Background: an optimization exercise with open tools, aiming at small area. Do not read the settings as production practice.
Function was checked by simulation only, so behaviour that the tests miss may differ from the original.
No activity file was given, so power comes from the tool's default toggle rates. The flow treats the clock pin as an ideal source, which a real chip does not have.

==> run a <==
==> flow/design.v <==
module data_memory_responder #(
  parameter int DEPTH       = 32,
  parameter int WAIT_STATES = 2
) (
  input  logic        CLK,
  input  logic        RESET_N,
  input  logic        MemRead_control,
  input  logic        MemWrite_control,
  input  logic [63:0] Address,
  input  logic [63:0] Write_data,
  output logic [63:0] Read_data,
  output logic        Mem_ready,
  output logic        Mem_busy,
  output logic        Mem_error
);
  localparam int NTAP = 12;
  function automatic int tap_pos(input int i);
    tap_pos = 8 * (i / 3) + ((i % 3 == 0) ? 0 : (i % 3 == 1) ? 2 : 5);
  endfunction
  logic [1:0]  state, state_nxt;
  logic [4:0]  rot, rot_nxt;
  logic [3:0]  since_rst;      
  logic [3:0]  since_nxt;
  logic        idle, accept, live_mis, live_ld, take_wdata;
  logic        cap_ld, cap_st, cap_mis, wr_pend, wr_pend_nxt;
  logic        ld_nxt, st_nxt, busy_nxt, hold, hold_nxt;
  logic [4:0]  cap_idx, idx_nxt, pos_nxt;
  logic [63:0] dbuf, dbuf_nxt;
  logic [63:0] ring [32];
  logic [7:0]  wr_fire, wr_fire_nxt, wr_keep;
  logic [NTAP-1:0] tap_reg, tap_reg_nxt, tap_live, tap_sel;
  logic        rd_commit, rd_hold, commit_nxt;
  assign live_mis = |Address[2:0];
  assign idle      = (state == 2'd0);
  assign accept    = idle && (MemRead_control ^ MemWrite_control);
  assign live_ld   = accept && MemRead_control && !live_mis;
  assign state_nxt = (!idle || accept) ? state + 2'd1 : state;
  assign rot_nxt   = rot + 5'd1;
  assign idx_nxt   = idle ? Address[7:3] : cap_idx;
  assign since_nxt = {since_rst[2:0], 1'b1};
  always_ff @(posedge CLK or negedge RESET_N) begin
    if (!RESET_N) begin
      state     <= 2'd0;
      rot       <= 5'd0;
      since_rst <= 4'd0;
    end else begin
      state     <= state_nxt;
      rot       <= rot_nxt;
      since_rst <= since_nxt;
    end
  end
  always_ff @(posedge CLK) begin
    if (idle) begin
      cap_idx <= Address[7:3];
      cap_ld  <= MemRead_control && !live_mis;
      cap_st  <= MemWrite_control && !live_mis;
      cap_mis <= live_mis;
    end
  end
  assign pos_nxt = idx_nxt + rot_nxt;
  always_comb begin
    wr_pend_nxt = accept ? (MemWrite_control && !live_mis) : (wr_pend && !(|wr_fire));
    for (int p = 0; p < 8; p++)
      wr_fire_nxt[p] = wr_pend_nxt && (pos_nxt == 5'(4*p + 31));
  end
  always_ff @(posedge CLK or negedge RESET_N) begin
    if (!RESET_N) begin
      wr_pend <= 1'b0;
      wr_fire <= '0;
    end else begin
      wr_pend <= wr_pend_nxt;
      wr_fire <= wr_fire_nxt;
    end
  end
  assign wr_keep = ~wr_fire & {8{since_rst[3]}};
  always_ff @(posedge CLK) begin
    for (int q = 0; q < 32; q++) begin
      if (q % 4 == 0)
        ring[q] <= ({64{wr_fire[q/4]}} & dbuf) | ({64{wr_keep[q/4]}} & ring[(q+31)%32]);
      else
        ring[q] <= ring[q-1];
    end
  end
  assign ld_nxt   = (state_nxt != 2'd0) && (idle ? (MemRead_control && !live_mis) : cap_ld);
  assign st_nxt   = (state_nxt != 2'd0) && (idle ? (MemWrite_control && !live_mis) : cap_st);
  assign busy_nxt = (state_nxt != 2'd0);
  always_comb begin
    for (int i = 0; i < NTAP; i++) begin
      if (tap_pos(i) % 8 == 2)
        tap_live[i] = live_ld && (Address[5:3] == tgt2[2:0])
                      && (2'(Address[7:6] - tgt2[4:3]) == 2'(tap_pos(i) / 8)) && since_rst[tap_pos(i) % 4];
      else if (tap_pos(i) % 8 == 5)
        tap_live[i] = live_ld && (Address[5:3] == tgt5[2:0])
                      && (2'(Address[7:6] - tgt5[4:3]) == 2'(tap_pos(i) / 8)) && since_rst[tap_pos(i) % 4];
      else
        tap_live[i] = 1'b0;
      tap_reg_nxt[i] = ld_nxt && (state_nxt != 2'd3) && (pos_nxt == 5'(tap_pos(i)))
                       && since_nxt[tap_pos(i) % 4];
    end
    hold_nxt = busy_nxt && (st_nxt || (ld_nxt && !(|tap_reg_nxt)));
  end
  assign tap_sel    = tap_reg | tap_live;
  logic [4:0] tgt2, tgt5;
  assign tgt2 = 5'd2 - rot;
  assign tgt5 = 5'd5 - rot;
  assign take_wdata = idle && !MemRead_control;
  always_comb begin
    dbuf_nxt = ({64{take_wdata}} & Write_data) | ({64{hold}} & dbuf);
    for (int i = 0; i < NTAP; i++)
      dbuf_nxt = dbuf_nxt | ({64{tap_sel[i]}} & ring[tap_pos(i)]);
  end
  always_ff @(posedge CLK or negedge RESET_N) begin
    if (!RESET_N) begin
      tap_reg <= '0;
      hold    <= 1'b0;
    end else begin
      tap_reg <= tap_reg_nxt;
      hold    <= hold_nxt;
    end
  end
  always_ff @(posedge CLK) dbuf <= dbuf_nxt;
  assign commit_nxt = (state_nxt == 2'd2) && cap_ld;
  always_ff @(posedge CLK or negedge RESET_N) begin
    if (!RESET_N) begin
      rd_commit <= 1'b0;
      rd_hold   <= 1'b1;
    end else begin
      rd_commit <= commit_nxt;
      rd_hold   <= !commit_nxt;
    end
  end
  always_ff @(posedge CLK or negedge RESET_N) begin
    if (!RESET_N) Read_data <= '0;
    else Read_data <= ({64{rd_commit}} & dbuf_nxt) | ({64{rd_hold}} & Read_data);
  end
  assign Mem_busy  = !idle;
  assign Mem_ready = (state == 2'd3);
  assign Mem_error = Mem_ready && cap_mis;
endmodule
==> flow/flow/run.sh <==
#!/bin/bash
# Standard synthesis with an area-oriented ABC script, then the standard layout with plain
# buf_1 port buffers and a clock tree of our own settings.
set -euo pipefail
export FLOW_WORK="$PWD"
export MY_ABC_SCRIPT="$PWD/flow/abc_area.script"
SYN="SYNTH_SCRIPT=$PWD/flow/synth.tcl"
bash standard.sh synth "$SYN" > synth.log 2>&1
bash standard.sh finish "$SYN" \
  BUFFER_PORTS_ARGS="-buffer_cell sky130_fd_sc_hd__buf_1" \
  CTS_ARGS="-sink_clustering_enable -repair_clock_nets -dont_use_dummy_load -buf_list sky130_fd_sc_hd__clkbuf_16 -sink_clustering_size 35 -sink_clustering_max_diameter 60" \
  > layout.log 2>&1
==> flow/flow/abc_area.script <==
&get -n
&st
&dch
&nf -a -R 1000
&st
&dch
&nf -a -R 1000
&put
==> flow/flow/synth.tcl <==
# The standard synthesis (synth_recipe.tcl, in the work folder), with one change: the
# combinational logic is mapped by ABC with an area-oriented script (abc_area.script here)
# in place of ORFS's speed script. Registers are mapped before ABC and are unchanged.
proc abc {args} {
  set i [lsearch -exact $args -script]
  if {$i >= 0} {
    set args [lreplace $args [expr {$i + 1}] [expr {$i + 1}] $::env(MY_ABC_SCRIPT)]
  }
  puts "abc script: [lindex $args [expr {$i + 1}]]"
  yosys abc {*}$args
}
source $::env(FLOW_WORK)/synth_recipe.tcl
==> flow/standard.sh <==
#!/bin/bash
# synth_recipe.tcl (not shown) runs the flow's synth.tcl, then flattens the netlist and writes it again
# the make line also repeats each setting of config.mk as NAME=value (left out here)
make -C /OpenROAD-flow-scripts/flow DESIGN_CONFIG=/design/flow/config.mk WORK_HOME=/design/flow/orfs CLKGATE_MAP_FILE= SYNTH_SCRIPT=/design/flow/synth_recipe.tcl "${@:-finish}"
==> flow/config.mk <==
export PLATFORM = sky130hd
export DESIGN_NAME = data_memory_responder
export DESIGN_NICKNAME = data_memory_responder
export VERILOG_FILES = /design/flow/design.v
export SDC_FILE = /design/flow/constraint.sdc
export NUM_CORES = 4
export LEC_CHECK = 0
export CAP_MARGIN = 0
export CORE_MARGIN = 2
export CORE_UTILIZATION = 75
export PLACE_DENSITY = 0.82
export SLEW_MARGIN = 0
==> flow/constraint.sdc <==
create_clock -name core_clock -period 5.0 [get_ports {CLK}]
set_input_delay 1.0000 -clock core_clock [delete_from_list [all_inputs] [get_ports {CLK}]]
set_output_delay 1.0000 -clock core_clock [all_outputs]
set_load 0.01 [all_outputs]
==> inputs of run b, as changes to run a <==
==> flow/design.v (replaced) <==
module data_memory_responder #(
  parameter int DEPTH       = 32,
  parameter int WAIT_STATES = 2
) (
  input  logic        CLK,
  input  logic        RESET_N,
  input  logic        MemRead_control,
  input  logic        MemWrite_control,
  input  logic [63:0] Address,
  input  logic [63:0] Write_data,
  output logic [63:0] Read_data,
  output logic        Mem_ready,
  output logic        Mem_busy,
  output logic        Mem_error
);
  localparam int AW = $clog2(DEPTH);
  logic [1:0]    state;
  logic          idle, accept, live_mis;
  logic          cap_ld, cap_mis;
  logic [AW-1:0] cap_idx, live_idx;
  logic [DEPTH-1:0] valid;
  logic [63:0]   mem [DEPTH];
  assign live_mis = |Address[2:0];
  assign live_idx = Address[AW+2:3];
  assign idle     = (state == 2'd0);
  assign accept   = idle && (MemRead_control ^ MemWrite_control);
  always_ff @(posedge CLK or negedge RESET_N) begin
    if (!RESET_N) state <= 2'd0;
    else if (!idle || accept) state <= state + 2'd1;
  end
  always_ff @(posedge CLK) begin
    if (idle) begin
      cap_idx <= live_idx;
      cap_ld  <= MemRead_control && !live_mis;
      cap_mis <= live_mis;
    end
  end
  always_ff @(posedge CLK or negedge RESET_N) begin
    if (!RESET_N) valid <= '0;
    else if (accept && MemWrite_control && !live_mis) valid[live_idx] <= 1'b1;
  end
  always_ff @(posedge CLK) begin
    if (accept && MemWrite_control && !live_mis) mem[live_idx] <= Write_data;
  end
  always_ff @(posedge CLK or negedge RESET_N) begin
    if (!RESET_N) Read_data <= '0;
    else if (state == 2'd2 && cap_ld) Read_data <= valid[cap_idx] ? mem[cap_idx] : 64'd0;
  end
  assign Mem_busy  = !idle;
  assign Mem_ready = (state == 2'd3);
  assign Mem_error = Mem_ready && cap_mis;
endmodule
==> flow/run.sh (new file) <==
#!/bin/bash
# synth_recipe.tcl (not shown) runs the flow's synth.tcl, then flattens the netlist and writes it again
# the make line also repeats each setting of config.mk as NAME=value (left out here)
make -C /OpenROAD-flow-scripts/flow DESIGN_CONFIG=/design/flow/config.mk WORK_HOME=/design/flow/orfs CLKGATE_MAP_FILE= SYNTH_SCRIPT=/design/flow/synth_recipe.tcl finish
CAP_MARGIN = 20   (was 0)
CORE_UTILIZATION = 30   (was 75)
PLACE_DENSITY = not set   (was 0.82)
SLEW_MARGIN = 20   (was 0)
removed: flow/flow/run.sh
removed: flow/flow/abc_area.script
removed: flow/flow/synth.tcl
removed: flow/standard.sh
==> impl_metrics.py <==
metrics = {
    "timing": {
        "postLayoutSetupSlackWorst_ps": 1184,
    },
    "power": {
        "portion_of_total_power_attributed_to_sequential_cells_pct": 42.5,
    },
    "status": {
        "run_status": "finished clean",
    },
    "synth": {
        "post_synthesis_instance_total": 3699,
    },
    "global_routing": {
        "grt_first_pass_wirelength_um": 298100,
    },
    "layout": {
        "largest-register": "mem",
        "final_cell_mix": "edfxtp_1, mux4_2, mux2i_1",
    },
    "worst_setup_path": {
        "worst_r2r_path_depth": 7,
    },
    "routing": {
        "drt_pass1_iterations": 5,
    },
    "clocking": {
        "numClockSinks": 2158,
    },
}
-- figures above: run b

==> impl_metrics.py <==
metrics = {
    "layout": {
        "largest-register": "ring",
        "final_cell_mix": "dfxtp_1, a22o_1, a222oi_1",
        "largest_reg_flops": 2048,
    },
    "routing": {
        "drt_pass1_iterations": 9,
    },
    "global_routing": {
        "grt_first_pass_wirelength_um": 210700,
    },
    "status": {
        "run_status": "finished clean",
    },
    "timing": {
        "worst_clock_skew_ps": 61.45,
    },
}
-- figures above: run a

==> separate check: timing with driven ports <==
Ports are ideal in the flow. The routed layouts listed here were re-timed in OpenROAD. Step 1: set_driving_cell puts a clkbuf_16 on CLK and a buf_2 on each other input, an assumption about the parent block. Step 2 also shifts input and output timing later by t, the mid clock arrival at the registers, as if the neighbouring blocks saw the same clock. Three values: ideal, step 1, step 2; two values: the first two.
run	shift t [ns]	setup slack, ns	worst setup path at the end	slew at the worst register clock pin (ns)
run a	0.722	1.219 / 1.219 / 0.713	input to register	0.12 / 0.12
run b	0.918	1.184 / 1.184 / 0.778	input to register	0.07 / 0.07
After both steps setup and hold are still met in every run listed. The setup slack of run a, which loses most, moves by 0.000 ns with the drivers and by -0.506 ns with both steps.
